What follows belongs to an exercise in optimizing a design on an open flow for small area, a short achievable clock period and few clock cycles; a production flow would make more cautious choices. RTL that was checked went through simulation tests only; none was proved equivalent to the original. Function not checked in run 7: the RTL went through the layout flow alone. Power figures rest on the tool's default switching activity, not on a simulated workload.

==> flow/run.sh <==
#!/bin/bash
# synth_recipe.tcl (not shown) runs the flow's synth.tcl, then flattens the netlist and writes it again
# the make line also repeats each setting of config.mk as NAME=value (left out here)
make -C /OpenROAD-flow-scripts/flow DESIGN_CONFIG=/design/flow/config.mk WORK_HOME=/design/flow/orfs CLKGATE_MAP_FILE= SYNTH_SCRIPT=/design/flow/synth_recipe.tcl finish
==> flow/config.mk <==
export PLATFORM = sky130hd
export DESIGN_NAME = net_core
export DESIGN_NICKNAME = net_core
export VERILOG_FILES = /design/flow/design.v
export SDC_FILE = /design/flow/constraint.sdc
export NUM_CORES = 4
export LEC_CHECK = 0
export CAP_MARGIN = 20
export CORE_MARGIN = 2
export CORE_UTILIZATION = 40
export SETUP_SLACK_MARGIN = 2.5
export SLEW_MARGIN = 20
==> flow/constraint.sdc <==
create_clock -name core_clock -period 7.2 [get_ports {clk}]
set_input_delay 1.4400 -clock core_clock [delete_from_list [all_inputs] [get_ports {clk}]]
set_output_delay 1.4400 -clock core_clock [all_outputs]
set_load 0.01 [all_outputs]
==> flow/design.v <==
package core_pkg;
    typedef enum logic [6-1:0] {
        OP_NOP   = 6'h00,
        OP_ADD   = 6'h01,
        OP_SUB   = 6'h02,
        OP_AND   = 6'h03,
        OP_OR    = 6'h04,
        OP_MOV   = 6'h05,
        OP_ADDI  = 6'h06,
        OP_BEQZ  = 6'h07,
        OP_BNEQZ = 6'h08,
        OP_JALR  = 6'h09,
        OP_DONE  = 6'h0A
    } opcode_e;
    typedef enum logic [1:0] {
        NET_PC    = 2'd0,
        NET_INSTR = 2'd1,
        NET_REG   = 2'd2,
        NET_NONE  = 2'd3
    } net_op_e;
    typedef enum logic {
        IDLE = 1'b0,
        RUN  = 1'b1
    } state_e;
    typedef struct packed {
        opcode_e                 opcode;
        logic [5-1:0]  rd;
        logic [5-1:0]  rs;
    } instr_reg_s;
    typedef struct packed {
        opcode_e                       opcode;
        logic [5-1:0]        rd;
        logic signed [5-1:0] imm;
    } instr_imm_s;
    typedef union packed {
        instr_reg_s r;
        instr_imm_s i;
    } instr_u;
endpackage
`timescale 1ns/100ps
module net_core (
    input  logic                      clk,
    input  logic                      n_reset,
    input  logic                      pkt_valid_i,
    input  logic [10-1:0] pkt_id_i,
    input  logic [1:0]                pkt_op_i,
    input  logic [8-1:0]  pkt_addr_i,
    input  logic [32-1:0]   pkt_data_i,
    output logic                      running_o,
    output logic                      exception_o,
    output logic                      trace_we_o,
    output logic [5-1:0]    trace_addr_o,
    output logic [32-1:0]   trace_data_o
);
    localparam logic [3:0] C_NOP  = 4'd0,  C_ADD  = 4'd1,  C_SUB  = 4'd2,
                           C_AND  = 4'd3,  C_OR   = 4'd4,  C_MOV  = 4'd5,
                           C_ADDI = 4'd6,  C_BEQZ = 4'd7,  C_BNEZ = 4'd8,
                           C_JALR = 4'd9,  C_DONE = 4'd10, C_JR   = 4'd11,
                           C_J    = 4'd12;
    localparam int NB = 4;   
    logic running_r;
    logic pkt_hit;
    logic start;
    logic reg_pkt;
    assign pkt_hit = pkt_valid_i && (pkt_id_i == 10'd1);
    assign start   = pkt_hit && !running_r && (pkt_op_i == 2'd0);
    assign reg_pkt = pkt_hit && !running_r && (pkt_op_i == 2'd2)
                     && (pkt_addr_i[7:5] == 3'd0) && (pkt_addr_i[4:0] != 5'd0);
    assign running_o = running_r;
    always_ff @(posedge clk)
    begin
        if (!n_reset)
            exception_o <= 1'b0;
        else if (pkt_hit && running_r && (pkt_op_i == 2'd0))
            exception_o <= 1'b1;
    end
    function automatic logic [13:0] encode(input logic [15:0] w);
        logic [3:0] c;
        logic       rd0;
        rd0 = (w[9:5] == 5'd0);
        case (w[15:10])
            6'h01:   c = rd0 ? C_NOP : C_ADD;
            6'h02:   c = rd0 ? C_NOP : C_SUB;
            6'h03:   c = rd0 ? C_NOP : C_AND;
            6'h04:   c = rd0 ? C_NOP : C_OR;
            6'h05:   c = rd0 ? C_NOP : C_MOV;
            6'h06:   c = rd0 ? C_NOP : C_ADDI;
            6'h07:   c = rd0 ? C_J   : C_BEQZ;
            6'h08:   c = rd0 ? C_NOP : C_BNEZ;
            6'h09:   c = rd0 ? C_JR  : C_JALR;
            6'h0A:   c = C_DONE;
            default: c = C_NOP;
        endcase
        encode = {c, w[9:0]};
    endfunction
    logic        iw_v;
    logic [7:0]  iw_a;
    logic [13:0] iw_d;
    always_ff @(posedge clk)
    begin
        if (!n_reset)
            iw_v <= 1'b0;
        else
            iw_v <= pkt_hit && !running_r && (pkt_op_i == 2'd1);
        iw_a <= pkt_addr_i;
        iw_d <= encode(pkt_data_i[15:0]);
    end
    logic [13:0] imem [0:255];
    always_ff @(posedge clk)
    begin
        if (iw_v)
            imem[iw_a] <= iw_d;
    end
    logic [7:0]  pc_r;
    logic [7:0]  pc_n;
    logic        fd_valid;
    logic [13:0] fd_ins;
    logic [7:0]  fd_pc;
    logic        fd_fold;
    logic        fd_ftype;       
    logic        fd_pnt;         
    logic [1:0]  fd_bidx;
    logic [3:0]  fd_bcnt;
    logic [7:0]  fd_btgt;
    logic        de_valid;
    logic        de_wr, de_alu, de_add, de_sub, de_and, de_or, de_mov, de_link;
    logic        de_beqz, de_bnez, de_j, de_jr, de_imm;
    logic        de_ptk;         
    logic [4:0]  de_rd;
    logic [4:0]  de_rs;
    logic [7:0]  de_pc;
    logic [7:0]  de_tgt;
    logic [7:0]  de_lnk;
    logic [31:0] de_a;
    logic [31:0] de_b;
    logic        de_fold;
    logic        de_ftype;
    logic        de_pnt;
    logic [1:0]  de_bidx;
    logic [3:0]  de_bcnt;
    logic        m_a;
    logic        m_b;
    logic [31:0] fw_a;           
    logic [31:0] fw_b;           
    logic        w_we;
    logic        w_alu;
    logic [4:0]  w_rd;
    logic [31:0] w_res;
    logic [7:0]  w_pc;
    assign trace_we_o   = w_we;
    assign trace_addr_o = w_rd;
    assign trace_data_o = w_res;
    logic [31:0] a, b;
    logic        a_zero;
    logic [31:0] addsub;
    logic [31:0] alu_res;
    logic        e_live;
    logic        br_taken;
    logic        redir_e;
    logic [7:0]  e_tgt;
    logic        res_zero;
    logic        fold_miss;
    logic        done_d;
    logic        kill_fd;
    logic        d_ptk;
    logic        redir_d;
    logic [7:0]  d_tgt;
    function automatic logic sum_zero(input logic [31:0] x, input logic [31:0] y,
                                      input logic cin);
        sum_zero = ((x ^ y) == {x[30:0] | y[30:0], cin});
    endfunction
    assign a      = de_a | fw_a;
    assign b      = de_b | fw_b;
    assign a_zero = (a == 32'd0);
    assign addsub  = a + b + {31'd0, de_sub};
    assign alu_res = ({32{de_add}}  & addsub)
                   | ({32{de_and}}  & (a & b))
                   | ({32{de_or}}   & (a | b))
                   | ({32{de_mov}}  & b)
                   | ({32{de_link}} & {24'd0, de_lnk});
    assign res_zero = (de_add && sum_zero(a, b, de_sub))
                    || (de_and && ((a & b) == 32'd0))
                    || (de_or  && ((a | b) == 32'd0))
                    || (de_mov && (b == 32'd0));
    assign fold_miss = de_fold && ((de_ftype ? res_zero : !res_zero) == de_pnt);
    assign e_live   = de_valid;
    assign br_taken = (de_beqz && a_zero) || (de_bnez && !a_zero) || de_j;
    assign redir_e  = e_live && ((br_taken != de_ptk) || de_jr || fold_miss);
    assign e_tgt    = de_jr ? b[7:0] : (de_ptk ? de_lnk : de_tgt);
    assign done_d   = fd_valid && (fd_ins[13:10] == C_DONE) && !redir_e;
    assign kill_fd  = redir_e || done_d;
    assign d_ptk    = (fd_ins[13:10] == C_J)
                      || (((fd_ins[13:10] == C_BEQZ) || (fd_ins[13:10] == C_BNEZ)) && fd_ins[4]);
    assign redir_d  = fd_valid && d_ptk && !redir_e;
    assign d_tgt    = fd_pc + {{3{fd_ins[4]}}, fd_ins[4:0]};
    always_ff @(posedge clk)
    begin
        if (!n_reset)
            w_we   <= 1'b0;
        else
            w_we   <= e_live && de_wr;
        w_alu   <= de_alu;
        w_rd    <= de_rd;
        w_res   <= alu_res;
        fw_a    <= alu_res & {32{m_a}};
        fw_b    <= (alu_res ^ {32{d_op == C_SUB}}) & {32{m_b}};
        w_pc    <= de_pc;
    end
    always_ff @(posedge clk)
    begin
        if (!n_reset)
            running_r <= 1'b0;
        else if (start)
            running_r <= 1'b1;
        else if (done_d)
            running_r <= 1'b0;
    end
    logic [NB-1:0] bt_v;
    logic [7:0]    bt_tag [NB];
    logic [7:0]    bt_tgt [NB];
    logic [NB-1:0] bt_eq;
    logic [3:0]    bt_trip [NB];   
    logic [3:0]    bt_cnt [NB];    
    logic [1:0]    bt_rr;
    logic [NB-1:0] bt_hv;
    logic [NB-1:0] bt_last;
    logic          bt_hit;
    logic [7:0]    bt_hit_tgt;
    logic          bt_hit_type;
    logic          bt_pnt;
    logic [1:0]    bt_hit_idx;
    logic [3:0]    bt_hit_cnt;
    logic          bt_alloc;
    logic          bt_upd_f;
    logic          bt_upd_e;
    function automatic logic [3:0] sat_inc(input logic [3:0] c);
        sat_inc = (c == 4'hF) ? c : c + 4'd1;
    endfunction
    always_comb
    begin
        bt_hit      = 1'b0;
        bt_hit_tgt  = 8'd0;
        bt_hit_type = 1'b0;
        bt_pnt      = 1'b0;
        bt_hit_idx  = 2'd0;
        bt_hit_cnt  = 4'd0;
        for (int i = 0; i < NB; i++)
        begin
            bt_hv[i]   = bt_v[i] && (bt_tag[i] == pc_r);
            bt_last[i] = (bt_trip[i] != 4'd0) && (bt_cnt[i] == bt_trip[i]);
            if (bt_hv[i])
            begin
                bt_hit      = 1'b1;
                bt_hit_tgt  = bt_hit_tgt | bt_tgt[i];
                bt_hit_type = bt_hit_type | bt_eq[i];
                bt_pnt      = bt_pnt | bt_last[i];
                bt_hit_idx  = bt_hit_idx | 2'(i);
                bt_hit_cnt  = bt_hit_cnt | bt_cnt[i];
            end
        end
    end
    assign bt_alloc = e_live && (de_beqz || de_bnez) && br_taken
                      && w_we && w_alu && (w_pc + 8'd1 == de_pc) && (w_rd == de_rd);
    assign bt_upd_f = running_r && !kill_fd && !redir_d;
    assign bt_upd_e = e_live && fold_miss;
    always_ff @(posedge clk)
    begin
        if (!n_reset || iw_v)
            bt_v <= '0;
        else if (bt_alloc)
            bt_v[bt_rr] <= 1'b1;
        if (!n_reset)
            bt_rr <= '0;
        else if (bt_alloc)
            bt_rr <= bt_rr + 1'b1;
        for (int i = 0; i < NB; i++)
        begin
            if (bt_alloc && (bt_rr == i))
            begin
                bt_tag[i]  <= w_pc;
                bt_tgt[i]  <= de_tgt;
                bt_eq[i]   <= de_beqz;
                bt_trip[i] <= 4'd0;
                bt_cnt[i]  <= 4'd1;
            end
            else if (bt_upd_e && (de_bidx == i))
            begin
                if (!de_pnt)
                begin
                    bt_trip[i] <= (de_bcnt == 4'hF) ? 4'd0 : de_bcnt;
                    bt_cnt[i]  <= 4'd0;
                end
                else
                begin
                    bt_trip[i] <= 4'd0;
                    bt_cnt[i]  <= sat_inc(de_bcnt);
                end
            end
            else if (bt_upd_f && bt_hv[i])
                bt_cnt[i] <= bt_last[i] ? 4'd0 : sat_inc(bt_cnt[i]);
        end
    end
    logic [7:0]  pc_o;
    always_comb
    begin
        if (!running_r)
            pc_o = pkt_addr_i;
        else if (redir_d)
            pc_o = d_tgt;
        else if (bt_hit)
            pc_o = bt_pnt ? pc_r + 8'd2 : bt_hit_tgt;
        else
            pc_o = pc_r + 8'd1;
    end
    assign pc_n = redir_e ? e_tgt : pc_o;
    always_ff @(posedge clk)
    begin
        pc_r <= pc_n;
    end
    always_ff @(posedge clk)
    begin
        if (!n_reset)
            fd_valid <= 1'b0;
        else
            fd_valid <= running_r && !kill_fd && !redir_d;
        fd_ins   <= imem[pc_r];
        fd_pc    <= pc_r;
        fd_fold  <= bt_hit;
        fd_ftype <= bt_hit_type;
        fd_pnt   <= bt_pnt;
        fd_bidx  <= bt_hit_idx;
        fd_bcnt  <= bt_hit_cnt;
        fd_btgt  <= bt_hit_tgt;
    end
    logic [1023:0] rf;           
    logic [3:0]  d_op;
    logic [4:0]  d_rd, d_rs;
    logic [31:0] d_rdv, d_rsv;
    assign d_op = fd_ins[13:10];
    assign d_rd = fd_ins[9:5];
    assign d_rs = fd_ins[4:0];
    assign rf[31:0] = 32'd0;
    for (genvar i = 1; i < 32; i++)
    begin : g_rf
        always_ff @(posedge clk)
        begin
            if (w_we && (w_rd == i))
                rf[32*i +: 32] <= w_res;
        end
    end
    function automatic logic [31:0] rf_read(input logic [4:0] ad);
        if (w_we && (w_rd == ad))
            rf_read = w_res;
        else
            rf_read = rf[32*ad +: 32];
    endfunction
    assign d_rdv = rf_read(d_rd);
    assign m_a = running_r && de_valid && de_wr && (de_rd == d_rd);
    assign m_b = running_r && de_valid && de_wr && (de_rd == d_rs) && (d_op != C_ADDI);
    assign d_rsv = rf_read(d_rs);
    always_ff @(posedge clk)
    begin
        if (!n_reset)
            de_valid <= 1'b0;
        else
            de_valid <= (fd_valid && !kill_fd) || reg_pkt;
        if (!running_r)
        begin
            de_wr   <= 1'b1;
            de_alu  <= 1'b0;
            de_add  <= 1'b0;
            de_sub  <= 1'b0;
            de_and  <= 1'b0;
            de_or   <= 1'b0;
            de_mov  <= 1'b1;
            de_link <= 1'b0;
            de_beqz <= 1'b0;
            de_bnez <= 1'b0;
            de_j    <= 1'b0;
            de_ptk  <= 1'b0;
            de_jr   <= 1'b0;
            de_imm  <= 1'b1;
            de_rd   <= pkt_addr_i[4:0];
            de_b    <= pkt_data_i;
            de_fold <= 1'b0;
        end
        else
        begin
            de_wr   <= (d_op >= C_ADD && d_op <= C_ADDI) || d_op == C_JALR;
            de_alu  <= (d_op >= C_ADD && d_op <= C_ADDI);
            de_add  <= d_op == C_ADD || d_op == C_SUB || d_op == C_ADDI;
            de_sub  <= d_op == C_SUB;
            de_and  <= d_op == C_AND;
            de_or   <= d_op == C_OR;
            de_mov  <= d_op == C_MOV;
            de_link <= d_op == C_JALR;
            de_beqz <= d_op == C_BEQZ;
            de_bnez <= d_op == C_BNEZ;
            de_j    <= d_op == C_J;
            de_ptk  <= d_ptk;
            de_jr   <= d_op == C_JALR || d_op == C_JR;
            de_imm  <= d_op == C_ADDI;
            de_rd   <= d_rd;
            de_b    <= (d_op == C_ADDI) ? {{27{d_rs[4]}}, d_rs}
                     : m_b ? 32'd0 : (d_rsv ^ {32{d_op == C_SUB}});
            de_fold <= fd_fold;
        end
        de_rs    <= d_rs;
        de_pc    <= fd_pc;
        de_tgt   <= fd_fold ? (fd_pnt ? fd_btgt : fd_pc + 8'd2)
                            : d_tgt;
        de_lnk   <= fd_pc + 8'd1;
        de_a     <= m_a ? 32'd0 : d_rdv;
        de_ftype <= fd_ftype;
        de_pnt   <= fd_pnt;
        de_bidx  <= fd_bidx;
        de_bcnt  <= fd_bcnt;
    end
endmodule
==> results_dict.tcl, run 1 <==
set metrics [dict create \
    status "timing/DRC/antenna clean" \
    place_area_um2 214000 \
    hold-worst-slack_ns 0.326 \
    multi_input_area_um2 54000 \
    syn_to_final_growth_pct 14.1 \
    rsz0062_at_grt "no" \
    power_density_nw_per_um2 280 \
    core_um2 505000 \
    hold_viol 0 \
    final_common_cell "edfxtp_1" \
    r2r_slack_ns 2.58 \
    final_cell_mix "edfxtp_1, mux4_2, clkbuf_16, nor2_1, buf_4" \
    drt_wl_total_um 584000 \
    finClkSkew_ns 0.129 \
    ys_ff_latch 4982 \
    period_needed_ns 4.62 \
    critPathBufInv 0 \
    fillCellCount 42037 \
    grt_start_max_net_pins 208 \
    dr.pass1.iters 6 \
    path_clk_slew_ns 0.06 \
    numCtsBuffers 529 \
    yosysWarningCount 5 \
    clock_latency_ns 1.08 \
    avgRoutedWirePerCell_um 32.7 \
    clock_path_buffers 4 \
    timing_worst_slew_pin_value_ns 1.32 \
    numClockSinks 4982 \
    setup_tns_ns 0 \
    drc_errors 0 \
    grt_overflow 0 \
    synth_top_cell_by_area "edfxtp_1" \
    relSlewSlack 0.113 \
    cp-start-kind "flop" \
    fin_nets 10847 \
    synth_cell_types 73 \
    io_buffers 94 \
    vias 107763 \
    period_share 0.641 \
    drv_cap 0 \
    gp_congestion 0.890 \
    worstPathCellList "or2_2 > fa_1 > nand2b_1 > nor4_1 > nand4_1 > nor4_2 > nor4b_1 > a221o_2 > or3_1 > or4b_1 > a311oi_1" \
    syn_avg_cell_area_um2 19.8 \
    viasPerCell 6.04 \
    syn_area_um2 203000 \
    synth_ff_type "edfxtp_1" \
    critPathSlowestCell "or3_1" \
    crit_path_end_kind "flop" \
    drive_above_1_share 0.268 \
    hpwl_um 341000 \
    ys_seq_area_frac 0.721 \
    syn_nets 10363 \
    leakagePower_nw 71.3 \
    setup_viol 0 \
    drv_slew 0 \
    crit_required_ns 8.18 \
    synth-async-reset-ratio 0 \
    synth-edff-count 4645 \
    cp.arrival_ns 5.59 \
    rows 261 \
    die_w_um 716 \
    antenna_found_initial 42 \
    cts-root-buf "clkbuf_16" \
    ff_latch_area_um2 146000 \
    grt_pass1_wl_um 820000 \
    initial_core_util 0.402 \
    dieArea_um2 513000 \
    cp_top_family "simple AND/OR/NAND/NOR gates" \
    synth_top_cell_area_share 0.688 \
    io_pins 95 \
    syn_inst 10218 \
    irDropWorstVdd_mv 0.253 \
    ant_nets 0 \
    fmax_mhz 217 \
    holdCritPathClass "reg -> reg" \
    max_stage_delay_ns 0.52 \
    cts-htree-levels 6 \
    drtIter0Drc 13899 \
    grt_pass1_vias 107622 \
    synth.area.top_cells "edfxtp_1, mux4_2, dfxtp_1, mux2i_1, nor2_1" \
    die_h_um 716 \
    cts_tree "built" \
    critPathKind "reg -> reg" \
    grt_use_total 0.223 \
    final_area_um2 231000 \
    cp_max_fo 15 \
]
[through the flow]
| step | cells | util | setup WS [ns] | total power, mW |
|---|---|---|---|---|
| after floorplan | 10218 | - | 2.97 | 36.4 |
| after global placement | 16870 | 0.424 | 2.26 | 38.5 |
| after detailed placement | 16871 | 0.424 | 2.21 | 38.6 |
| after CTS | 17832 | 0.458 | 2.53 | 65.1 |
| after global routing | 17840 | 0.458 | 2.54 | 66.5 |
| final | 17852 | 0.458 | 2.58 | 64.7 |
[cells by family after synthesis]
logic type | count (synthesis) | share of synthesized area
flip-flops | 4982 | 0.721
AND/OR/NAND/NOR | 1286 | 0.0289
buffers and inverters | 754 | 0.0148
adder cells (fa/ha/maj) | 90 | 0.00567
multiplexers | 2010 | 0.193
XOR/XNOR | 201 | 0.00868
AO/OA/AOI/OAI | 895 | 0.0273
[registers in the layout, summed over array words and instances, names as in the netlist, 14 cells and up]
name     flops
fw_b        32
iw_d        14
bt_trip     16
w_res       32
bt_tgt      32
imem      3584
fw_a        32
de_a        32
rf         992
bt_tag      32
de_b        32
fd_ins      14
bt_cnt      16
[final cells by class]
cell class,instances,share of cell area
flip-flops and latches,4982,0.633
multi-input cells,4483,0.233
diodes,16,0.000173
repair buffers,588,0.0224
inverters,118,0.00192
well taps,6706,0.0363
clock inverters,291,0.0117
clock buffers,668,0.0613
[where the power goes]
group | total (mW) | switching [mW] | internal [mW]
clock network | 26.7 | 11.4 | 15.3
logic | 5.85 | 3.46 | 2.39
registers | 32.1 | 0.404 | 31.7
total | 64.7 | 15.2 | 49.5
[path summary, 6_finish.rpt]
kind / startpoint / end / cells after the start
max: fw_b[0] / bt_cnt[0][2] / 11
min: fd_ftype / de_ftype / 0
max reg2reg: fw_b[0] / bt_cnt[0][2] / 11
min reg2reg: fd_ftype / de_ftype / 0
[what timing repair did]
action / in CTS / in global routing
hold buffers: 0 / 0
gates cloned: 0 / 1
endpoints found under the setup margin: 12 / 3
buffers inserted: 2 / 0
gates resized for setup: 1 / 1
[Yosys cell counts (46+ instances only)]
master and count:
a211oi_1 65, nand3_1 97, buf_1 120, nor4_1 66, a21oi_1 192, clkbuf_1 389
buf_2 119, mux2_2 46, mux2i_1 445, nor2_1 528, nor3_1 73, edfxtp_1 4645
ha_1 87, mux4_2 1519, o21ai_0 311, nand2_1 292, xnor2_1 162, o22ai_1 69
dfxtp_1 337, inv_1 114
[routing by layer]
layer,track usage,vias up,part of all wire
li1,-,43276,-
met1,0.312,57928,0.40
met2,0.357,5570,0.47
met3,0.0442,977,0.093
met4,0.0685,12,0.034
met5,0,-,0.00014
Testbench counts, summed over its fixed seeds: cycles 70,945.
==> run 2: changes to the inputs <==
--- a/flow/config.mk
+++ b/flow/config.mk
@@ -9,4 +9,4 @@
 export CORE_MARGIN = 2
 export CORE_UTILIZATION = 40
-export SETUP_SLACK_MARGIN = 2.5
+export SETUP_SLACK_MARGIN = 3.5
 export SLEW_MARGIN = 20
==> run 2 against run 1 <==
Still clean on timing, DRC and antenna. First-iteration DRC count increased by 9.5%. Worst setup slack improved by 0.78 ns. Combinational power increased by 9.6%. Largest cell class unchanged.
==> results_dict.tcl, run 2 <==
set metrics [dict create \
    status "timing/DRC/antenna clean" \
    cp_max_fo 5 \
    setup_tns_ns 0 \
    synth.area.top_cells "edfxtp_1, mux4_2, dfxtp_1, mux2i_1, nor2_1" \
    worst_slack_ns 3.36 \
    synth-edff-count 4645 \
    drt_wl_total_um 599000 \
    irDropWorstVdd_mv 0.256 \
    clock_latency_ns 1.08 \
    yosysMostFrequentCell "edfxtp_1" \
    gp_congestion 0.882 \
    leakagePower_nw 72.3 \
    finClkSkew_ns 0.117 \
    fmax_mhz 261 \
    ys_seq_area_frac 0.721 \
    crit_path_end_kind "flop" \
    crit_required_ns 8.19 \
    grt_pass1_wl_um 835000 \
    grt_use_total 0.229 \
    rows 261 \
    synth_ff_type "edfxtp_1" \
    core_um2 505000 \
    final_cell_mix "edfxtp_1, mux4_2, clkbuf_16, nor2_1, mux2i_1" \
    power_mw 65.1 \
    hold_viol 0 \
    yosys-top-cells-count "edfxtp_1, mux4_2, nor2_1" \
    final_area_um2 234000 \
    syn_to_final_growth_pct 15.6 \
    clock_path_buffers 4 \
    cts_tree "built" \
    initial_core_util 0.402 \
    avgRoutedWirePerCell_um 33.5 \
    grt_overflow 0 \
    critPathKind "reg -> reg" \
    vias 108628 \
    period_needed_ns 3.84 \
    rsz0062_at_grt "yes" \
    final_util 0.464 \
    final_common_cell "edfxtp_1" \
    antenna_found_initial 42 \
    fin_nets 10917 \
    relSlewSlack 0.170 \
    synth_top_cell_area_share 0.688 \
    power_density_nw_per_um2 278 \
    cts-root-buf "clkbuf_16" \
    die_w_um 716 \
    drc_errors 0 \
    drtIter0Drc 15215 \
    viasPerCell 6.06 \
    drv_slew 0 \
    syn_inst 10218 \
    syn_avg_cell_area_um2 19.8 \
    ant_nets 0 \
    drv_cap 0 \
    synth_cell_types 73 \
    reg_top3 "imem x3584, rf x992" \
    dp_slack_ns 2.34 \
    cp-start-kind "flop" \
    period_share 0.533 \
    top_register "imem" \
    grt_pass1_vias 108307 \
    setup_viol 0 \
    place_area_um2 214000 \
    syn_nets 10363 \
    timing_worst_slew_pin_value_ns 1.24 \
    postCtsHoldBufs 0 \
    cp.arrival_ns 4.83 \
    cts-htree-levels 6 \
    numCtsBuffers 527 \
    grt_start_max_net_pins 211 \
    synth-async-reset-ratio 0 \
    synth_top_cell_by_area "edfxtp_1" \
    syn_area_um2 203000 \
    io_buffers 94 \
    hpwl_um 338000 \
    io_pins 95 \
    ys_ff_latch 4982 \
    yosysWarningCount 5 \
    drive_above_1_share 0.286 \
    path_clk_slew_ns 0.06 \
    holdCritPathClass "reg -> reg" \
    die_h_um 716 \
    numClockSinks 4982 \
    dieArea_um2 513000 \
    dr.pass1.iters 9 \
    largest_reg_flops 3584 \
]
run 2: path summary, 6_finish.rpt:
kind,startpoint,end,slack [ns],cells past startpoint
hold reg to reg,fd_bcnt[2],de_bcnt[2],0.33,0
setup reg to reg,fw_b[5],bt_cnt[0][2],3.36,12
setup / recovery,fw_b[5],bt_cnt[0][2],3.36,12
hold / removal,fd_bcnt[2],de_bcnt[2],0.33,0
run 2: metal layers:
metal | GRT usage | part of all wire | up-vias
li1 | - | - | 43440
met1 | 0.319 | 0.40 | 58530
met2 | 0.362 | 0.47 | 5655
met3 | 0.0464 | 0.094 | 983
met4 | 0.0710 | 0.034 | 20
met5 | 0.00236 | 0.00049 | -
run 2: power breakdown:
| group | leakage (nW) | switching, mW | internal [mW] | total [mW] |
|---|---|---|---|---|
| Combinational | 21.5 | 3.72 | 2.69 | 6.41 |
| Clock | 8.20 | 11.3 | 15.4 | 26.6 |
| Sequential | 42.6 | 0.374 | 31.7 | 32.1 |
run 2: cell type report:
type                            instances  area, um^2
Fill cell                           41689      271000
Sequential cell                      4982      146000
Multi-Input combinational cell       4484       55000
Clock buffer                          690       14400
Tap cell                             6706        8390
Timing Repair Buffer                  659        7210
Clock inverter                        257        2360
Inverter                              118         448
Antenna cell                           18        45.0
run 2: critical path, stage by stage, from the launching register on:
cell and delay, ns:
dfxtp_1 0.31, or2_4 0.28, ha_4 0.32, xnor2_4 0.12
nor4_4 0.39, nand4_1 0.21, nor4_4 0.37, nor4b_2 0.10
a221o_1 0.33, buf_12 0.15, or3_4 0.36, or4b_4 0.50
a311oi_2 0.30
run 2: what timing repair did:
action,CTS,global route
cloned,27,8
gates resized for setup,350,97
pin swaps,33,29
setup buffers,41,14
endpoints found under the setup margin,357,87
run 2: cell families after synthesis:
logic type / after synthesis / synth area share
XOR/XNOR: 201 / 0.00868
multiplexers: 2010 / 0.193
buffers and inverters: 754 / 0.0148
AO/OA/AOI/OAI: 895 / 0.0273
flip-flops: 4982 / 0.721
adder cells (fa/ha/maj): 90 / 0.00567
AND/OR/NAND/NOR: 1286 / 0.0289
run 2: per-stage QoR:
stage / cells / hold slack, ns
after global routing: 17903 / 0.337
final: 17914 / 0.327
after CTS: 17873 / 0.328
after detailed placement: 16858 / 0.313
after floorplan: 10218 / 0.310
after global placement: 16856 / 0.314
==> run 3: changes to the inputs <==
--- a/flow/config.mk
+++ b/flow/config.mk
@@ -8,5 +8,7 @@
 export CAP_MARGIN = 20
 export CORE_MARGIN = 2
-export CORE_UTILIZATION = 40
+export CORE_UTILIZATION = 48
+export CTS_CLUSTER_DIAMETER = 60
+export CTS_CLUSTER_SIZE = 20
 export SETUP_SLACK_MARGIN = 3.5
 export SLEW_MARGIN = 20
==> run 3 against run 2 <==
Synthesized area unchanged. Synthesized cell count unchanged. Largest cell class unchanged. Die area is 17% lower. Sequential share of layout area up 0.85 points. Clock skew down 0.053 ns. Critical path type unchanged. Core utilization up 8.6 points. Combinational power is 3.1% higher. Hold slack improved by 0.0040 ns. Via count is 0.55% lower. First-iteration DRC count is 3.6% lower. Clock power fell by 11%. Sequential power about the same.
==> results_dict.tcl, run 3 <==
set metrics [dict create \
    met3_usage 0.0453 \
    leakagePower_nw 71.2 \
    power_density_nw_per_um2 270 \
    timing_worst_slew_pin_value_ns 1.17 \
    drive_above_1_share 0.300 \
    io_buffers 94 \
    syn_avg_cell_area_um2 19.8 \
    drv_slew 0 \
    cts_tree "built" \
    relSlewSlack 0.215 \
    synth-async-reset-ratio 0 \
    cts-htree-levels 5 \
    ff_latch_area_um2 146000 \
    drc_errors 0 \
    die_h_um 654 \
    largest_reg_flops 3584 \
    drt_wl_total_um 596000 \
    die_w_um 654 \
    grt_overflow 0 \
    final_util 0.550 \
    numCtsBuffers 411 \
    syn_to_final_growth_pct 14.0 \
    worstPathCellList "buf_4 > mux4_2 > mux4_2 > mux2i_1 > o21ai_0 > xnor2_1 > a21oi_1" \
    yosys-top-cells-count "edfxtp_1, mux4_2, nor2_1" \
    cp-start-kind "flop" \
    grt_busiest_layer "met2" \
    setup_tns_ns 0 \
    hold_viol 0 \
    max_stage_delay_ns 0.72 \
    grt_pass1_vias 106816 \
    period_share 0.526 \
    ys_ff_latch 4982 \
    final_common_cell "edfxtp_1" \
    drv_cap 0 \
    synth.area.top_cells "edfxtp_1, mux4_2, dfxtp_1, mux2i_1, nor2_1" \
    top_register "imem" \
    cts-root-buf "clkbuf_16" \
    synth_top_cell_area_share 0.688 \
    core_um2 420000 \
    worstRegToRegCells 7 \
    antenna_found_initial 26 \
    yosysWarningCount 5 \
    fmax_mhz 264 \
    holdCritPathClass "reg -> reg" \
    avgRoutedWirePerCell_um 35.7 \
    clock_latency_ns 1.03 \
    path_clk_slew_ns 0.08 \
    cp.arrival_ns 4.62 \
    grt_pass1_wl_um 831000 \
    ys_seq_area_frac 0.721 \
    io_pins 95 \
    critPathKind "reg -> reg" \
    critPathMostFrequentCell "mux4_2" \
    drtIter0Drc 14674 \
    final_cell_mix "edfxtp_1, mux4_2, buf_4, nor2_1, mux2i_1" \
    multi_input_area_um2 55500 \
    numClockSinks 4982 \
    met1_usage 0.391 \
    whs_path_depth 0 \
    synth_ff_type "edfxtp_1" \
    cp_max_fo 47 \
    ant_nets 0 \
    reg_top3 "imem x3584, rf x992" \
    synth_cell_types 73 \
    finClkSkew_ns 0.0645 \
    dr.pass1.iters 6 \
    yosysMostFrequentCell "edfxtp_1" \
    irDropWorstVdd_mv 0.233 \
    syn_area_um2 203000 \
    critPathSlowestCell "buf_4" \
    hpwl_um 344000 \
    crit_cells 7 \
    dieArea_um2 428000 \
    rsz0062_at_grt "yes" \
    initial_core_util 0.482 \
    grt_start_max_net_pins 217 \
    setup_viol 0 \
    viasPerCell 6.47 \
    period_needed_ns 3.79 \
    use_met2 0.437 \
    synth-edff-count 4645 \
    synth_top_cell_by_area "edfxtp_1" \
    crit_required_ns 8.04 \
    crit_path_end_kind "flop" \
    fin_nets 10841 \
    syn_inst 10218 \
    critPathBufInv 1 \
    clock_path_buffers 4 \
    cp_top_family "multiplexers" \
    rows 238 \
    grt_use_total 0.276 \
    vias 108031 \
    syn_nets 10363 \
    fillCellCount 32037 \
    status "timing/DRC/antenna clean" \
    gp_congestion 0.882 \
]
run 3: cell count changes in the layout (fill, tap and decap cells not counted), sizes merged, moves of 2 or more:
cell | before | now
buf | 537 | 582
bufbuf | 21 | 18
bufinv | 33 | 24
clkbuf | 697 | 446
clkdlybuf4s50 | 70 | 84
clkinv | 197 | 114
clkinvlp | 9 | 36
diode | 18 | 16
dlygate4sd2 | 20 | 5
inv | 136 | 270
run 3: cell type report:
| class | instances | share of cell area |
|---|---|---|
| clock inverters | 326 | 0.0160 |
| well taps | 5640 | 0.0305 |
| flip-flops and latches | 4982 | 0.633 |
| multi-input cells | 4484 | 0.240 |
| inverters | 118 | 0.00193 |
| clock buffers | 441 | 0.0457 |
| diodes | 16 | 0.000173 |
| repair buffers | 699 | 0.0322 |
run 3: stage by stage:
step | instances | hold WS, ns | worst slack, ns | instance area [um^2] | power [mW]
3_3_place_gp | 15806 | 0.313 | 1.46 | 213000 | 38.6
6_report | 16706 | 0.331 | 3.41 | 231000 | 62.4
2_1_floorplan | 10218 | 0.310 | 3.65 | 203000 | 36.4
4_1_cts | 16648 | 0.330 | 3.38 | 230000 | 62.5
5_1_grt | 16698 | 0.333 | 3.30 | 231000 | 64.0
3_5_place_dp | 15812 | 0.313 | 2.53 | 213000 | 38.7
run 3: power breakdown:
| part | leakage, nW | total, mW | switching (mW) | internal [mW] |
|---|---|---|---|---|
| logic | 21.7 | 6.61 | 3.80 | 2.81 |
| registers | 42.6 | 32.1 | 0.376 | 31.7 |
| clock network | 6.89 | 23.7 | 11.6 | 12.1 |
| total | 71.2 | 62.4 | 15.8 | 46.6 |
run 3: cells by family after synthesis:
logic type	after synthesis	share of synthesized area
and+or+nand+nor	1286	0.0289
buffers and inverters	754	0.0148
AOI/OAI and AO/OA	895	0.0273
adders and majority gates	90	0.00567
muxes	2010	0.193
DFF	4982	0.721
xor gates and xnor gates	201	0.00868
run 3: final timing paths:
check | endpoint | slack (ns) | startpoint
hold / removal | de_bcnt[2] | 0.33 | fd_bcnt[2]
setup / recovery | de_b[4] | 3.41 | fd_ins[1]
hold reg to reg | de_bcnt[2] | 0.33 | fd_bcnt[2]
setup reg to reg | de_b[4] | 3.41 | fd_ins[1]
run 3: routing by layer:
metal,share of wire,vias up,wire length (um)
li1,-,43278,-
met1,0.40,58274,237000
met2,0.47,5489,282000
met3,0.088,982,52500
met4,0.041,8,24400
met5,0.000070,-,42
run 3: timing repair:
item | 4_1_cts | 5_1_grt
setup buffers | 44 | 33
hold buffers | 0 | 0
gates resized for setup | 367 | 166
endpoints found under the setup margin | 489 | 281
cloned | 25 | 4
pin swaps | 30 | 34
==> run 4: changes to the inputs <==
--- a/flow/design.v
+++ b/flow/design.v
@@ -144,4 +144,6 @@
     logic [31:0] fw_b;           
     logic        w_we;
+    logic [31:1] w_wen;          
+    logic [31:0] t_data;         
     logic        w_alu;
     logic [4:0]  w_rd;
@@ -150,5 +152,5 @@
     assign trace_we_o   = w_we;
     assign trace_addr_o = w_rd;
-    assign trace_data_o = w_res;
+    assign trace_data_o = t_data;
     logic [31:0] a, b;
     logic        a_zero;
@@ -197,7 +199,16 @@
     begin
         if (!n_reset)
+        begin
             w_we   <= 1'b0;
+            w_wen  <= '0;
+        end
         else
+        begin
             w_we   <= e_live && de_wr;
+            for (int i = 1; i < 32; i++)
+                w_wen[i] <= e_live && de_wr && (de_rd == i);
+        end
+        if (e_live && de_wr)
+            t_data <= alu_res;
         w_alu   <= de_alu;
         w_rd    <= de_rd;
@@ -345,5 +356,5 @@
         always_ff @(posedge clk)
         begin
-            if (w_we && (w_rd == i))
+            if (w_wen[i])
                 rf[32*i +: 32] <= w_res;
         end
--- a/flow/config.mk
+++ b/flow/config.mk
@@ -8,7 +8,5 @@
 export CAP_MARGIN = 20
 export CORE_MARGIN = 2
-export CORE_UTILIZATION = 48
-export CTS_CLUSTER_DIAMETER = 60
-export CTS_CLUSTER_SIZE = 20
-export SETUP_SLACK_MARGIN = 3.5
+export CORE_UTILIZATION = 40
+export SETUP_SLACK_MARGIN = 3.8
 export SLEW_MARGIN = 20
==> run 4 against run 3 <==
Sequential power increased by 1%. Non-clock buffer count is 179 higher. Sequential share of layout area fell by 1.8 points. Sequential cell count grew 63. Core utilization fell by 7.8 points. Clock power is 14% higher. Routed wire length up 3.5%. First-iteration DRC count increased by 5.4%. Die area grew 21%. Global-route usage down 4.5 points.
==> results_dict.tcl, run 4 <==
set metrics [dict create \
    yosysWarningCount 5 \
    max_stage_delay_ns 0.56 \
    hold_viol 0 \
    initial_core_util 0.402 \
    status "timing/DRC/antenna clean" \
    drive_above_1_share 0.312 \
    clock_latency_ns 1.08 \
    yosys-top-cells-count "edfxtp_1, mux4_2, nor2_1" \
    die_h_um 720 \
    top_register "imem" \
    synth-async-reset-ratio 0 \
    synth-edff-count 4677 \
    syn_area_um2 205000 \
    numCtsBuffers 529 \
    synth_top_family_by_area "multiplexers" \
    syn_inst 10315 \
    holdCritPathClass "reg -> reg" \
    ys_seq_area_frac 0.721 \
    grt_overflow 0 \
    cp-start-kind "flop" \
    crit_path_end_kind "flop" \
    synth_cell_types 85 \
    fin_nets 11237 \
    finClkSkew_ns 0.108 \
    grt_start_max_net_pins 185 \
    viasPerCell 6.07 \
    synth_xor_xnor_area_share 0.00906 \
    critPathSlowestCell "mux4_2" \
    cp_top_family "multiplexers" \
    io_pins 95 \
    antenna_found_initial 41 \
    syn_to_final_growth_pct 17.2 \
    rsz0062_at_grt "yes" \
    critPathKind "reg -> reg" \
    synth-simple-area-share 0.0286 \
    core_um2 510000 \
    critPathMostFrequentCell "o21ai_0" \
    drv_cap 0 \
    fmax_mhz 270 \
    rows 262 \
    dr.pass1.iters 6 \
    cts-htree-levels 6 \
    die_w_um 720 \
    setup_tns_ns 0 \
    final_cell_mix "edfxtp_1, mux4_2, clkbuf_16, buf_4, nor2_1" \
    synth.area.top_cells "edfxtp_1, mux4_2, dfxtp_1, mux2i_1, nor2_1" \
    cp.arrival_ns 4.64 \
    vias 110959 \
    avgRoutedWirePerCell_um 33.8 \
    syn_avg_cell_area_um2 19.9 \
    irDropWorstVdd_mv 0.220 \
    synth_mux_area_frac 0.191 \
    grt_pass1_wl_um 856000 \
    hpwl_um 342000 \
    io_buffers 94 \
    ant_nets 0 \
    period_share 0.515 \
    drv_slew 0 \
    synth_compound_area_frac 0.0276 \
    power_mw 66.8 \
    leakagePower_nw 75.1 \
    drtIter0Drc 15462 \
    grt_use_total 0.231 \
    grt_pass1_vias 109734 \
    largest_reg_flops 3584 \
    reg_top3 "imem x3584, rf x992" \
    critPathBufInv 5 \
    numClockSinks 5045 \
    synth_top_cell_by_area "edfxtp_1" \
    relSlewSlack 0.213 \
    period_needed_ns 3.70 \
    yosysMostFrequentCell "edfxtp_1" \
    dieArea_um2 518000 \
    crit_required_ns 8.14 \
    worstPathCellList "buf_12 > buf_4 > buf_12 > buf_16 > buf_6 > mux4_2 > mux2i_1 > o21ai_0 > o21ai_0 > o21ai_0 > mux4_2" \
    timing_worst_slew_pin_value_ns 1.18 \
    synth_top_cell_area_share 0.685 \
    gp_congestion 0.868 \
    setup_viol 0 \
    final_common_cell "edfxtp_1" \
    drt_wl_total_um 617000 \
    cts_tree "built" \
    path_clk_slew_ns 0.06 \
    cp_max_fo 21 \
    power_density_nw_per_um2 278 \
    synth_ff_type "edfxtp_1" \
    synth_adder_area_share 0.00560 \
    clock_path_buffers 4 \
    ys_ff_latch 5045 \
    cts-root-buf "clkbuf_16" \
    drc_errors 0 \
    syn_nets 10460 \
]
[run 4: cell types whose count changed after synthesis, moves of 19 or more]
cell and delta:
clkbuf_1 -80, buf_4 +62, xor2_1 +35, edfxtp_1 +32, dfxtp_1 +31, a211oi_1 -27, o221ai_1 +27, buf_2 +26
o22ai_1 -24, xnor2_1 -24, buf_1 -19
[run 4: kinds of logic after synthesis]
kind of cell    after synthesis
compound gates              896
buf+inv                     768
simple gates               1282
fa+ha+maj                    90
xor+xnor                    212
flops                      5045
mux                        2022
[run 4: area by class of cell]
| type | instances | area (um^2) |
|---|---|---|
| clock buffers | 676 | 14300 |
| diodes | 27 | 67.6 |
| multi-input cells | 4507 | 56100 |
| repair buffers | 878 | 10200 |
| flip-flops and latches | 5045 | 148000 |
| inverters | 131 | 505 |
| well taps | 6732 | 8420 |
| fillers | 41602 | 269000 |
| clock inverters | 273 | 2790 |
[run 4: through the flow]
stage / area (um^2) / cells / hold slack, ns / setup slack [ns] / util
2_1_floorplan: 205000 / 10315 / 0.310 / 3.82 / -
3_3_place_gp: 216000 / 16958 / 0.313 / 2.46 / 0.423
3_5_place_dp: 216000 / 16960 / 0.312 / 2.42 / 0.423
4_1_cts: 238000 / 18117 / 0.326 / 3.51 / 0.467
5_1_grt: 240000 / 18253 / 0.336 / 3.43 / 0.471
6_report: 240000 / 18269 / 0.326 / 3.50 / 0.471
[run 4: power breakdown]
part           internal (mW)  switching (mW)  total [mW]
logic                   3.17            4.08        7.25
registers               32.1           0.405        32.5
clock network           15.4            11.7        27.1
total                   50.7            16.1        66.8
[run 4: path summary, 6_finish.rpt]
check | startpoint | endpoint | slack [ns] | depth (start not counted)
setup / recovery | pc_r[0] | fd_ins[0] | 3.50 | 11
hold / removal | fd_bcnt[2] | de_bcnt[2] | 0.33 | 0
setup reg to reg | pc_r[0] | fd_ins[0] | 3.50 | 11
hold reg to reg | fd_bcnt[2] | de_bcnt[2] | 0.33 | 0
[run 4: layer usage]
| layer | up-vias | global-route usage | wire length, um |
|---|---|---|---|
| met4 | 8 | 0.0739 | 21700 |
| met3 | 984 | 0.0448 | 58500 |
| li1 | 44201 | - | - |
| met1 | 59806 | 0.322 | 244000 |
| met5 | - | 0 | 47 |
| met2 | 5960 | 0.369 | 292000 |
[run 4: timing repair]
action	4_1_cts	5_1_grt
hold buffers	0	0
endpoints found under the setup margin	554	276
buffers inserted	138	113
cloned	70	10
gates resized for setup	485	232
pin swaps	60	61
Testbench counts of run 4, summed over its fixed seeds: cycles 70,945.
==> run 5: changes to the inputs <==
--- a/flow/config.mk
+++ b/flow/config.mk
@@ -8,5 +8,7 @@
 export CAP_MARGIN = 20
 export CORE_MARGIN = 2
-export CORE_UTILIZATION = 40
+export CORE_UTILIZATION = 48
+export CTS_CLUSTER_DIAMETER = 60
+export CTS_CLUSTER_SIZE = 20
 export SETUP_SLACK_MARGIN = 3.8
 export SLEW_MARGIN = 20
==> run 5 against run 4 <==
Core utilization is 8.3 points higher. Total power decreased by 5.0%. Hold slack better by 0.0064 ns. Critical path type unchanged.
==> results_dict.tcl, run 5 <==
set metrics [dict create \
    status "timing/DRC/antenna clean" \
    viasPerCell 6.46 \
    yosys-top-cells-count "edfxtp_1, mux4_2, nor2_1" \
    drive_above_1_share 0.322 \
    yosysMostFrequentCell "edfxtp_1" \
    finClkSkew_ns 0.0481 \
    dr.pass1.iters 6 \
    rows 240 \
    critPathSlowestCell "mux4_2" \
    io_pins 95 \
    period_needed_ns 3.58 \
    fmax_mhz 279 \
    rsz0062_at_grt "yes" \
    critPathKind "reg -> reg" \
    dp_slack_ns 2.43 \
    synth-edff-count 4677 \
    crit_path_end_kind "flop" \
    grt_start_max_net_pins 209 \
    synth_ff_type "edfxtp_1" \
    cp_max_fo 7 \
    yosysWarningCount 5 \
    die_h_um 658 \
    vias 109913 \
    initial_core_util 0.481 \
    syn_avg_cell_area_um2 19.9 \
    fin_nets 11116 \
    power_density_nw_per_um2 269 \
    cts-htree-levels 5 \
    synth_top_cell_by_area "edfxtp_1" \
    synth_cell_types 85 \
    cts-root-buf "clkbuf_16" \
    cp-start-kind "flop" \
    hpwl_um 348000 \
    grt_use_total 0.284 \
    grt_pass1_vias 109100 \
    cp.arrival_ns 4.44 \
    synth-async-reset-ratio 0 \
    timing_worst_slew_pin_value_ns 1.21 \
    setup_tns_ns 0 \
    grt_pass1_wl_um 862000 \
    crit_required_ns 8.06 \
    worstHoldStart "fd_bidx[1]" \
    core_um2 426000 \
    irDropWorstVdd_mv 0.231 \
    period_share 0.497 \
    worst_slack_ns 3.62 \
    drtIter0Drc 14204 \
    power_mw 63.5 \
    synth.area.top_cells "edfxtp_1, mux4_2, dfxtp_1, mux2i_1, nor2_1" \
    drv_slew 0 \
    postCtsHoldBufs 0 \
    largest_reg_flops 3584 \
    ys_seq_area_frac 0.721 \
    clock_latency_ns 1.01 \
    syn_to_final_growth_pct 15.3 \
    holdCritPathClass "reg -> reg" \
    die_w_um 658 \
    io_buffers 94 \
    numClockSinks 5045 \
    antenna_found_initial 22 \
    gp_congestion 0.908 \
    crit-reg2reg-launch "pc_r[0]" \
    drc_errors 0 \
    relSlewSlack 0.185 \
    worstPathCellList "buf_12 > buf_12 > buf_12 > buf_16 > buf_16 > mux4_2 > mux4_2 > mux4_2 > mux4_2" \
    hold_viol 0 \
    synth_top_cell_area_share 0.685 \
    syn_inst 10315 \
    dieArea_um2 432000 \
    drt_wl_total_um 622000 \
    grt_overflow 0 \
    syn_area_um2 205000 \
    syn_nets 10460 \
    place_inst 15919 \
    ant_nets 0 \
    stdcell_count 17009 \
    setup_viol 0 \
    ys_ff_latch 5045 \
    path_clk_slew_ns 0.08 \
    clock_path_buffers 4 \
    top_register "imem" \
    cts_tree "built" \
    final_cell_mix "edfxtp_1, mux4_2, buf_4, nor2_1, clkbuf_16" \
    startpoint "pc_r[0]" \
    drv_cap 0 \
    leakagePower_nw 73.6 \
    critPathMostFrequentCell "mux4_2" \
    final_common_cell "edfxtp_1" \
    numCtsBuffers 398 \
    max_stage_delay_ns 0.63 \
    avgRoutedWirePerCell_um 36.6 \
    reg_top3 "imem x3584, rf x992" \
]
## run 5: cell counts after synthesis
No cell type changed its count.
## run 5: logic make-up (layout without fill, tap and decap cells)
kind of cell / after synthesis / in the layout / synth area share
AO/OA/AOI/OAI: 896 / 898 / 0.0276
buffers and inverters: 768 / 1753 / 0.0167
XOR/XNOR: 212 / 212 / 0.00906
flip-flops: 5045 / 5045 / 0.721
other: 0 / 16 / 0
multiplexers: 2022 / 2022 / 0.191
adder cells (fa/ha/maj): 90 / 90 / 0.00560
AND/OR/NAND/NOR: 1282 / 1286 / 0.0286
## run 5: critical path: cells and delay by family (launching register included)
kind / cells / cell delay (ns)
flops: 1 / 0.41
buf+inv: 5 / 0.77
mux: 4 / 2.22
## run 5: worst paths after layout
check | endpoint | slack [ns] | depth (start not counted)
max | fd_ins[1] | 3.62 | 9
min | de_bidx[1] | 0.33 | 0
max reg2reg | fd_ins[1] | 3.62 | 9
min reg2reg | de_bidx[1] | 0.33 | 0
## run 5: cell type report
cell class	count	area, um^2
fillers	32204	190000
diodes	16	40.0
clock buffers	429	10300
clock inverters	306	3570
well taps	5687	7120
repair buffers	887	10400
flip-flops and latches	5045	148000
inverters	131	512
multi-input cells	4508	56500
## run 5: stage by stage
stage | instance area (um^2) | utilization | hold slack, ns
after global routing | 236000 | 0.554 | 0.341
after global placement | 215000 | 0.503 | 0.312
after CTS | 234000 | 0.548 | 0.331
after floorplan | 205000 | - | 0.310
final | 236000 | 0.554 | 0.332
after detailed placement | 215000 | 0.503 | 0.313
## run 5: what timing repair did
action                                  CTS  global route
endpoints found under the setup margin  676           607
cloned                                   67             8
resized for setup                       523           306
buffers inserted                        141           117
pin swaps                                53            75
## run 5: power by group
| part | total (mW) | switching (mW) | internal (mW) |
|---|---|---|---|
| combinational | 7.63 | 4.34 | 3.30 |
| clock | 23.4 | 11.5 | 11.9 |
| sequential | 32.5 | 0.386 | 32.1 |
| total | 63.5 | 16.3 | 47.2 |
## run 5: metal layers
layer  global-route usage  share of wire  vias up
met2                0.459           0.49     5464
met5                    0        0.00018        -
met3               0.0411          0.082      953
met1                0.398           0.39    59533
li1                     -              -    43947
met4                0.101          0.040       16
==> run 6: changes to the inputs <==
--- a/flow/config.mk
+++ b/flow/config.mk
@@ -8,7 +8,8 @@
 export CAP_MARGIN = 20
 export CORE_MARGIN = 2
-export CORE_UTILIZATION = 48
+export CORE_UTILIZATION = 53
 export CTS_CLUSTER_DIAMETER = 60
 export CTS_CLUSTER_SIZE = 20
-export SETUP_SLACK_MARGIN = 3.8
+export PLACE_DENSITY = 0.65
+export SETUP_SLACK_MARGIN = 4.0
 export SLEW_MARGIN = 20
==> run 6 against run 5 <==
Still clean. Maximum frequency down 0.19%. Worst setup slack worse by 0.0069 ns. Design area grew 0.26%. Clock skew rose by 0.025 ns. Via count increased by 0.65%. Synthesized area unchanged. Combinational power up 3.0%. Register-to-register slack about the same. Core utilization rose by 6.1 points. Clock power down 3%. Total power fell by 0.87%. Sequential cell count stayed put. Critical endpoint is now fd_ins[12]. Highest routed layer unchanged.
==> results_dict.tcl, run 6 <==
set metrics [dict create \
    vias 110628 \
    initial_core_util 0.532 \
    drive_above_1_share 0.334 \
    syn_area_um2 205000 \
    holdCritPathClass "reg -> reg" \
    drtIter0Drc 16365 \
    drc_errors 0 \
    postCtsHoldBufs 0 \
    clock_path_buffers 4 \
    leakagePower_nw 74.2 \
    syn_inst 10315 \
    cp.arrival_ns 4.41 \
    gp_congestion 0.899 \
    ys_ff_latch 5045 \
    clock_latency_ns 1.03 \
    critPathKind "reg -> reg" \
    cts_tree "built" \
    timing_worst_slew_pin_value_ns 1.19 \
    power_density_nw_per_um2 265 \
    antenna_found_initial 28 \
    irDropWorstVdd_mv 0.242 \
    relSlewSlack 0.210 \
    dieArea_um2 392000 \
    synth_cell_types 85 \
    drv_cap 0 \
    setup_tns_ns 0 \
    fillCellCount 26793 \
    io_buffers 94 \
    syn_to_final_growth_pct 15.6 \
    fin_nets 11227 \
    core_um2 385000 \
    numClockSinks 5045 \
    grt_overflow 0 \
    ant_nets 0 \
    rows 228 \
    cts-root-buf "clkbuf_16" \
    final_cell_mix "edfxtp_1, mux4_2, buf_4, nor2_1, mux2i_1" \
    yosys-top-cells-count "edfxtp_1, mux4_2, nor2_1" \
    hpwl_um 336000 \
    top_register "imem" \
    fmax_mhz 279 \
    synth-edff-count 4677 \
    syn_avg_cell_area_um2 19.9 \
    cts-htree-levels 5 \
    grt_start_max_net_pins 201 \
    final_common_cell "edfxtp_1" \
    ys_seq_area_frac 0.721 \
    synth_ff_type "edfxtp_1" \
    die_h_um 626 \
    numCtsBuffers 383 \
    reg_top3 "imem x3584, rf x992" \
    drv_slew 0 \
    synth-async-reset-ratio 0 \
    cp-start-kind "flop" \
    cp_max_fo 7 \
    status "timing/DRC/antenna clean" \
    die_w_um 626 \
    yosysWarningCount 5 \
    yosysMostFrequentCell "edfxtp_1" \
    grt_pass1_vias 108517 \
    crit_required_ns 8.03 \
    avgRoutedWirePerCell_um 37.0 \
    syn_nets 10460 \
    viasPerCell 6.68 \
    setup_viol 0 \
    io_pins 95 \
    path_clk_slew_ns 0.08 \
    grt_use_total 0.309 \
    dr.pass1.iters 6 \
    grt_pass1_wl_um 847000 \
    crit_path_end_kind "flop" \
    final_util 0.615 \
    synth.area.top_cells "edfxtp_1, mux4_2, dfxtp_1, mux2i_1, nor2_1" \
    hold_viol 0 \
    synth_top_cell_area_share 0.685 \
    drt_wl_total_um 614000 \
    synth_top_cell_by_area "edfxtp_1" \
    period_needed_ns 3.59 \
    largest_reg_flops 3584 \
    finClkSkew_ns 0.0733 \
    rsz0062_at_grt "yes" \
    period_share 0.498 \
]
run 6: cell counts after synthesis:
Identical to the previous run, type by type.
run 6: kinds of logic (layout without fill, tap and decap cells):
| group | count (synthesis) | after routing | share of synthesized area |
|---|---|---|---|
| and+or+nand+nor | 1282 | 1293 | 0.0286 |
| buffers and inverters | 768 | 1823 | 0.0167 |
| AOI/OAI and AO/OA | 896 | 898 | 0.0276 |
| other | 0 | 14 | 0 |
| DFF | 5045 | 5045 | 0.721 |
| xor gates and xnor gates | 212 | 212 | 0.00906 |
| adders and majority gates | 90 | 90 | 0.00560 |
| muxes | 2022 | 2022 | 0.191 |
run 6: timing repair:
item / in CTS / in global routing
setup buffers: 215 / 186
gates resized for setup: 657 / 383
pin swaps: 95 / 148
endpoints found under the setup margin: 1527 / 485
cloned: 65 / 22
run 6: layer usage:
metal	GRT usage	part of all wire
met5	0	0.00015
met4	0.120	0.046
met3	0.0535	0.095
met2	0.492	0.48
met1	0.432	0.38
run 6: stage by stage:
step	std cells	cell area, um^2	worst slack, ns	power [mW]	hold slack, ns
2_1_floorplan	10315	205000	4.04	37.0	0.310
3_3_place_gp	15382	214000	2.10	39.3	0.312
3_5_place_dp	15383	214000	2.26	39.4	0.312
4_1_cts	16349	233000	3.55	62.5	0.330
5_1_grt	16559	237000	3.50	64.6	0.336
6_report	16572	237000	3.61	62.9	0.330
run 6: worst paths after layout:
path         startpoint    endpoint  slack (ns)  cells past startpoint
max             pc_r[0]  fd_ins[12]        3.61                     11
min          fd_bcnt[3]  de_bcnt[3]        0.33                      0
max reg2reg     pc_r[0]  fd_ins[12]        3.61                     11
min reg2reg  fd_bcnt[3]  de_bcnt[3]        0.33                      0
run 6: power breakdown:
part / leakage (nW) / internal (mW) / switching [mW]
Clock: 6.32 / 11.3 / 11.2
Combinational: 24.8 / 3.53 / 4.33
Sequential: 43.2 / 32.1 / 0.428
run 6: cell type report:
| type | instances | area [um^2] | area share |
|---|---|---|---|
| Multi-Input combinational cell | 4515 | 57200 | 0.241 |
| Inverter | 131 | 509 | 0.00215 |
| Tap cell | 5175 | 6470 | 0.0273 |
| Sequential cell | 5045 | 148000 | 0.624 |
| Clock inverter | 267 | 3140 | 0.0133 |
| Antenna cell | 14 | 35.0 | 0.000148 |
| Timing Repair Buffer | 1006 | 11700 | 0.0494 |
| Clock buffer | 419 | 9940 | 0.0419 |
run 6: critical path, stage by stage (launching register included):
cell	delay (ns)
edfxtp_1	0.38
buf_12	0.18
buf_16	0.18
buf_16	0.17
buf_12	0.12
buf_16	0.13
mux4_2	0.52
mux4_2	0.48
mux4_2	0.61
mux2_4	0.36
nand2_2	0.13
o21ai_0	0.15
==> run 7: changes to the inputs <==
--- a/flow/design.v
+++ b/flow/design.v
@@ -107,11 +107,26 @@
     end
     logic [13:0] imem [0:255];
-    always_ff @(posedge clk)
+    logic [255:0] im_sel;
+    logic [13:0]  im_rd;
+    for (genvar i = 0; i < 256; i++)
+    begin : g_im
+        always_ff @(posedge clk)
+        begin
+            if (iw_v && (iw_a == i))
+                imem[i] <= iw_d;
+        end
+    end
+    always_comb
     begin
-        if (iw_v)
-            imem[iw_a] <= iw_d;
+        for (int i = 0; i < 256; i++)
+            im_sel[i] = pc_hi[i / 16] && pc_lo[i % 16];
+        im_rd = 14'd0;
+        for (int i = 0; i < 256; i++)
+            im_rd = im_rd | ({14{im_sel[i]}} & imem[i]);
     end
     logic [7:0]  pc_r;
     logic [7:0]  pc_n;
+    logic [15:0] pc_hi;          
+    logic [15:0] pc_lo;          
     logic        fd_valid;
     logic [13:0] fd_ins;
@@ -328,4 +343,9 @@
     begin
         pc_r <= pc_n;
+        for (int i = 0; i < 16; i++)
+        begin
+            pc_hi[i] <= redir_e ? (e_tgt[7:4] == i) : (pc_o[7:4] == i);
+            pc_lo[i] <= redir_e ? (e_tgt[3:0] == i) : (pc_o[3:0] == i);
+        end
     end
     always_ff @(posedge clk)
@@ -335,5 +355,5 @@
         else
             fd_valid <= running_r && !kill_fd && !redir_d;
-        fd_ins   <= imem[pc_r];
+        fd_ins   <= im_rd;
         fd_pc    <= pc_r;
         fd_fold  <= bt_hit;
--- a/flow/config.mk
+++ b/flow/config.mk
@@ -8,8 +8,5 @@
 export CAP_MARGIN = 20
 export CORE_MARGIN = 2
-export CORE_UTILIZATION = 53
-export CTS_CLUSTER_DIAMETER = 60
-export CTS_CLUSTER_SIZE = 20
-export PLACE_DENSITY = 0.65
-export SETUP_SLACK_MARGIN = 4.0
+export CORE_UTILIZATION = 40
+export SETUP_SLACK_MARGIN = 3.6
 export SLEW_MARGIN = 20
==> run 7 against run 6 <==
Synthesized area fell by 3.3%. The flow now stops in 5_1_grt. Synthesized cell count rose by 8.3%.
==> results_dict.tcl, run 7 <==
set metrics [dict create \
    synth_top_cell_area_share 0.708 \
    error_line "[ERROR GRT-0232] Routing congestion too high. Check the congestion heatmap in the GUI." \
    cts-htree-levels 6 \
    numCtsBuffers 554 \
    numClockSinks 5077 \
    syn_inst 11169 \
    grt_overflow 2 \
    ys_seq_area_frac 0.749 \
    yosysWarningCount 6 \
    yosysMostFrequentCell "edfxtp_1" \
    rows 258 \
    die_h_um 708 \
    io_buffers 94 \
    clock_path_buffers 4 \
    synth_top_cell_by_area "edfxtp_1" \
    syn_avg_cell_area_um2 17.8 \
    postCtsHoldBufs 0 \
    initial_core_util 0.402 \
    synth.area.top_cells "edfxtp_1, mux4_2, dfxtp_1, a22o_1, a221oi_1" \
    synth-edff-count 4676 \
    synth_cell_types 92 \
    io_pins 95 \
    synth_ff_type "edfxtp_1" \
    stop_stage "5_1_grt" \
    grt_use_total 0.509 \
    cts-root-buf "clkbuf_16" \
    die_w_um 708 \
    synth-async-reset-ratio 0 \
    hpwl_um 828000 \
    grt_start_max_net_pins 157 \
    ys_ff_latch 5077 \
    place_inst 17854 \
    status "stopped before the end" \
    syn_area_um2 198000 \
    gp_congestion 1.27 \
    yosys-top-cells-count "edfxtp_1, a22o_1, a221oi_1" \
    syn_nets 11315 \
]
## run 7: kinds of logic after synthesis
family | count (synthesis) | share of synthesized area
AO/OA/AOI/OAI | 2294 | 0.0956
XOR/XNOR | 211 | 0.00932
adder cells (fa/ha/maj) | 91 | 0.00586
buffers and inverters | 949 | 0.0183
flip-flops | 5077 | 0.749
multiplexers | 747 | 0.0746
AND/OR/NAND/NOR | 1800 | 0.0476
## run 7: what timing repair did
item	4_1_cts
buffers inserted	91
gates resized for setup	540
setup endpoints to repair	383
pin swaps	129
cloned	11
## run 7: routing by layer
metal  overflow  GRT usage
met2          1      0.610
met5          0      0.283
met4          0      0.385
met3          0      0.403
met1          1      0.564
## run 7: worst max-delay path by stage
stage | startpoint | end | cells after the start
floorplan | fw_b[0] | bt_cnt[0][0] | 13
CTS | de_a[0] | pc_hi[4] | 13
global placement | pc_hi[2] | fd_ins[8] | 8
detailed placement | fw_b[4] | pc_hi[0] | 12
## run 7: through the flow
step                      utilization  worst slack, ns  area, um^2  hold slack, ns  power [mW]
after CTS                       0.476             3.18      235000           0.327        70.0
after floorplan                     -             3.63      198000           0.310        37.8
after detailed placement        0.432             1.98      213000           0.313        41.1
after global placement          0.431             1.33      213000           0.310        41.1
## run 7: power by group through the flow
stage	logic [mW]	registers (mW)	clock network (mW)
after detailed placement	7.55	33.6	0
after floorplan	4.55	33.2	0
after CTS	8.33	32.8	28.9
after global placement	7.56	33.6	0

separate check: timing with driven ports:
No port has a modelled driver above. Below, the same layouts with a new extraction and two added sets of constraints. Step 1: set_driving_cell puts a clkbuf_16 on clk and a buf_2 on each other input, an assumption about the parent block. Step 2, shift: input delay + t, output delay - t, t = (earliest + latest rising clock arrival at the registers) / 2. This alone moves slack from input paths to output paths. Three values: ideal ports, drivers, drivers and shift; two values: the first two.
run	t (ns)	setup WS [ns]	worst setup path at the end	slew at the worst register clock pin (ns)
run 1	1.133	2.585 / 2.585 / 2.585	register to register	0.07 / 0.07
run 2	1.140	3.364 / 3.364 / 3.364	register to register	0.07 / 0.07
run 3	1.107	3.413 / 3.413 / 2.947	input to register	0.08 / 0.08
run 4	1.154	3.495 / 3.495 / 3.047	input to register	0.07 / 0.07
run 5	1.109	3.619 / 3.619 / 3.372	input to register	0.09 / 0.09
run 6	1.100	3.612 / 3.612 / 3.044	input to register	0.09 / 0.09
After both steps every run listed still meets setup and hold. The setup slack of run 6, which loses most, moves by 0.000 ns with the drivers and by -0.568 ns with both steps.
